What follows belongs to an exercise in optimizing a design on an open flow for small area, a short achievable clock period and few clock cycles per item; a production flow would make more cautious choices. At most, simulation tests tie the RTL to the original design; equivalence was not proved. Power and IR drop assume default switching activity.

Design frame_index_extrapolation_mapper, start of the top module:
module frame_index_extrapolation_mapper #(
    parameter int MAX_FRAMES = 65536
) (
    input  logic                                   aclk,
    input  logic                                   aresetn,
    input  logic                                   s_valid,
    output logic                                   s_ready,
    input  logic signed [fiem_pkg::FRAME_W-1:0]    s_frame_number,
    output logic                                   m_valid,
    input  logic                                   m_ready,
    output logic        [fiem_pkg::IDX_W-1:0]      m_stored_index,
    output logic                                   m_is_empty,
    input  logic                                   psel,
    input  logic                                   penable,
    input  logic                                   pwrite,
    input  logic        [fiem_pkg::ADDR_W-1:0]     paddr,
    input  logic        [fiem_pkg::DATA_W-1:0]     pwdata,
    output logic        [fiem_pkg::DATA_W-1:0]     prdata,
    output logic                                   pready
);
    logic [31:0] offset_reg;
    logic [16:0] count_reg;
    logic [1:0]  before_reg;
    logic [1:0]  after_reg;
    logic        cfg_write;
    logic [1:0]  reg_sel;
    assign pready    = 1'b1;
    assign cfg_write = psel && penable && pwrite;
    assign reg_sel   = paddr[3:2];
    always_ff @(posedge aclk) begin
        if (!aresetn) begin
            offset_reg <= '0;
            count_reg  <= '0;
  ...
For scale: about 2200 cells after synthesis, about 130 I/O pins.
clock: 5.5 ns
lec_check: 0
cap_margin: 20
core_margin: 2
core_utilization: 65
setup_slack_margin: 1.9
slew_margin: 20
buffer_ports_args: -buffer_cell sky130_fd_sc_hd__buf_2
standard.sh (not shown) runs the stock make flow with config.mk's settings and CLKGATE_MAP_FILE= SYNTH_SCRIPT=/design/flow/synth_recipe.tcl, a recipe that flattens the netlist after the stock synthesis.
==> flow/flow/run.sh <==
#!/bin/bash
# Layout flow: the standard flow, with the port buffers made from buf_2 cells instead of the
# cell buffer_ports picks by itself (a delay cell on this platform). Every port still gets a
# buffer. Each tool's full output goes to flow_standard.log in the work folder.
set -euo pipefail
printf '\nexport BUFFER_PORTS_ARGS = -buffer_cell sky130_fd_sc_hd__buf_2\n' >> config.mk
bash standard.sh > flow_standard.log 2>&1
==> next run, changes <==
--- a/flow/design.v
+++ b/flow/design.v
@@ -55,33 +55,32 @@
             count_reg  <= '0;
             before_reg <= '0;
             after_reg  <= '0;
         end else if (cfg_write) begin
             case (reg_sel)
                 2'd0:    offset_reg <= pwdata;
                 2'd1:    count_reg  <= pwdata[16:0];
                 2'd2:    before_reg <= pwdata[1:0];
                 default: after_reg  <= pwdata[1:0];
             endcase
         end
     end
-    logic [3:0] rsel;
-    assign rsel[0] = (reg_sel == 2'd0);
-    assign rsel[1] = (reg_sel == 2'd1);
-    assign rsel[2] = (reg_sel == 2'd2);
-    assign rsel[3] = (reg_sel == 2'd3);
-    assign prdata  = ({32{rsel[0]}} & offset_reg)
-                   | ({32{rsel[1]}} & {15'd0, count_reg})
-                   | ({32{rsel[2]}} & {30'd0, before_reg})
-                   | ({32{rsel[3]}} & {30'd0, after_reg});
+    always_comb begin
+        case (reg_sel)
+            2'd0:    prdata = offset_reg;
+            2'd1:    prdata = {15'd0, count_reg};
+            2'd2:    prdata = {30'd0, before_reg};
+            default: prdata = {30'd0, after_reg};
+        endcase
+    end
     logic [16:0] cnt_c;
     logic [16:0] nd1_c;
     logic        cnt1_c;
     logic [16:0] nd1;           
     logic [4:0]  nlen0m, nlen1m;  
     logic        cnt0;
     logic        pp_b, pp_a, none_b, none_a, hold_b, hold_a;
     assign cnt_c  = count_reg[16] ? 17'h10000 : count_reg;
     assign cnt1_c = (count_reg == 17'd1);
     assign nd1_c  = ~(cnt_c - 17'd1);
     logic [17:0] cor;
     logic [16:0] clead;
@@ -192,25 +191,25 @@
         if (p_take) begin
             u_q     <= u_p;
             jst     <= jst_p;
             neg_q   <= neg_p;
             pp_q    <= pp_p;
             after_q <= after_s;
         end
     end
     logic [17:0] first;
     assign first = 18'(u_q >> {jst, 1'b0});
     logic [15:0] r_u;
     logic [1:0]  pair_u;
-    logic [29:0] u_u;           
+    logic [31:0] u_u;
     logic [3:0]  j_u;
     logic        neg_u, pp_u, after_u;
     logic [17:0] t;
     logic [17:0] a1;    
     logic [16:0] a2;    
     logic [17:0] a3;    
     logic        c1, c2, c3;
     logic [19:0] s1;
     logic [18:0] s2;
     logic [18:0] s3;
     logic [17:0] m3;    
     logic [15:0] r_next;
@@ -235,25 +234,25 @@
     logic [1:0] pair_next;
     assign pair_next = 2'(u_u >> {j_u - 4'd1, 1'b0});
     always_ff @(posedge aclk) begin
         if (!aresetn) begin
             busy <= 1'b0;
         end else if (adv) begin
             if (!busy || last) busy <= v_q;
         end
         if (adv) begin
             if (!busy || last) begin
                 r_u     <= first[17:2];
                 pair_u  <= first[1:0];
-                u_u     <= u_q[29:0];
+                u_u     <= u_q;
                 j_u     <= jst;
                 last    <= (jst == 4'd0);
                 neg_u   <= neg_q;
                 pp_u    <= pp_q;
                 m3      <= (pp_q ? 18'd3 : 18'd0) - cnt3;
                 after_u <= after_q;
             end else begin
                 r_u    <= r_next;
                 pair_u <= pair_next;
                 j_u    <= j_u - 4'd1;
                 last   <= (j_u == 4'd1);
             end
Effect:
- design area stays flat
- combinational power stays flat
- first-iteration DRC count came out higher by 19%
- die area went up by 1.9%
- global-route usage came out higher by 1.7 points
- worst setup slack improves by 0.079 ns
- routed wire length is higher by 4.9%
- clock-buffer cell count fell by 2
- non-clock buffer count went down by 21
- via count increases by 3.5%
- clock power is about the same
Testbench counts after the change, summed over its fixed seeds: cycles 30,727, items 12,000.
Function not checked in the first run of this note: the RTL went through the layout flow alone.

---

Setup of before:
frame_index_extrapolation_mapper, a different RTL version from the one above (not shown whole).
Size: ~130 I/O pins.
==> flow/config.mk <==
export PLATFORM = sky130hd
export DESIGN_NAME = frame_index_extrapolation_mapper
export DESIGN_NICKNAME = frame_index_extrapolation_mapper
export VERILOG_FILES = /design/flow/design.v
export SDC_FILE = /design/flow/constraint.sdc
export NUM_CORES = 4
export LEC_CHECK = 0
export CAP_MARGIN = 20
export CORE_MARGIN = 2
export CORE_UTILIZATION = 65
export SETUP_SLACK_MARGIN = 1.9
export SLEW_MARGIN = 20

export BUFFER_PORTS_ARGS = -buffer_cell sky130_fd_sc_hd__buf_2
==> flow/constraint.sdc <==
create_clock -name core_clock -period 5.5 [get_ports {aclk}]
set_input_delay 1.1000 -clock core_clock [delete_from_list [all_inputs] [get_ports {aclk}]]
set_output_delay 1.1000 -clock core_clock [all_outputs]
set_load 0.01 [all_outputs]
Scripts as last shown in full above: flow/flow/run.sh
In summary, before completed successfully, with a layout that passed the timing, DRC and antenna checks.
diff inputs: before => after
--- a/flow/design.v
+++ b/flow/design.v
@@ -114,14 +114,14 @@
         none_b <= (before_reg == 2'd0);
         none_a <= (after_reg  == 2'd0);
         hold_b <= (before_reg == 2'd3);
         hold_a <= (after_reg  == 2'd3);
     end
     logic adv;
-    logic mv;
-    assign adv = !mv || m_ready;
+    logic skv;
+    assign adv = !skv;
     logic        busy, last;
     logic        unit_take;    
     logic        p_take;       
     logic        q_take;       
     logic        v_p, v_q;
     assign unit_take = adv && (!busy || last);
@@ -289,16 +289,30 @@
     assign z_empty = cnt0 || (z_none && (neg_z || after_z));
     always_comb begin
         if (z_empty || (z_hold && neg_z)) z_idx = 16'd0;
         else if (z_hold && after_z)       z_idx = z_cm1;
         else                              z_idx = z_add[16:1];
     end
+    logic        mv;
     logic [16:0] m_data;
+    logic [16:0] sk_data;
+    logic        out_free;
+    logic        pv;
+    assign out_free = !mv || m_ready;
+    assign pv       = v_z && adv;
     always_ff @(posedge aclk) begin
-        if (!aresetn)  mv <= 1'b0;
-        else if (adv)  mv <= v_z;
-        if (adv) m_data <= {z_idx, z_empty};
+        if (!aresetn) begin
+            mv  <= 1'b0;
+            skv <= 1'b0;
+        end else if (out_free) begin
+            mv  <= skv || pv;
+            skv <= 1'b0;
+        end else begin
+            skv <= skv || pv;
+        end
+        if (out_free) m_data <= skv ? sk_data : {z_idx, z_empty};
+        if (!skv) sk_data <= {z_idx, z_empty};
     end
     assign m_valid        = mv;
     assign m_stored_index = m_data[16:1];
     assign m_is_empty     = m_data[0];
 endmodule
[summary]
- Number of different library cells in the post-synthesis netlist grows by a little under 10% when moving from before to after.
- [compare] base=before new=after: worst slew margin relative to its limit climbed 5.4 points, standby leakage power ~0 delta, global-route usage shrank by 0.90 points, first-pass GRT wire length saw a decrease.
- Measured against each other, after and before differ in synthesized cell count, the higher figure coming from before.
- after vs. before: setup slack increased by 0.25 ns relative to the old numbers; wire length on met3 went down about 15%; slew of the pin with the lowest slew margin fell by 0.081 ns.
- Re violation count after the first detailed-routing iteration: after is 17% down on before.
- Summed instance area of the synthesized netlist essentially unchanged between before and after.
- Compared with before, in after routed wire length per instance saw a decrease; final wirelength lower.
Testbench counts of after, summed over its fixed seeds: cycles 30,727, items 12,000.
The RTL of before was laid out without a check of its function.

re-timing with driven ports:
The results above use ideal ports. As a check the final layouts listed here were re-extracted and re-timed, cells and wires unchanged. Step 1, drivers: a clkbuf_16 drives aclk and a buf_2 each remaining input, both assumed. Step 2 times the ports against the registers' clock, not the clock port: input delays grow and output delays shrink by t, the midpoint of the rising clock arrivals with the driver on. Slacks: ideal ports / drivers / drivers and shift; pairs: ideal ports / drivers.
| run | t (ns) | setup slack, ns | hold slack, ns | worst setup path after step 2 | worst data-port slew with drivers (ns) |
|---|---|---|---|---|---|
| the first run of note 1 | 0.557 | 1.891 / 1.891 / 1.508 | 0.420 / 0.420 / 0.420 | input to register | 0.06 |
| the second run of note 1 | 0.565 | 1.970 / 1.947 / 1.620 | 0.416 / 0.416 / 0.416 | input to register | 0.05 |
| before | 0.575 | 1.728 / 1.728 / 1.542 | 0.421 / 0.421 / 0.421 | input to register | 0.06 |
| after | 0.591 | 1.977 / 1.977 / 1.513 | 0.424 / 0.424 / 0.424 | input to register | 0.06 |
After both steps setup and hold are still met in every run listed. The setup slack of after, which loses most, moves by 0.000 ns with the drivers and by -0.464 ns with both steps.
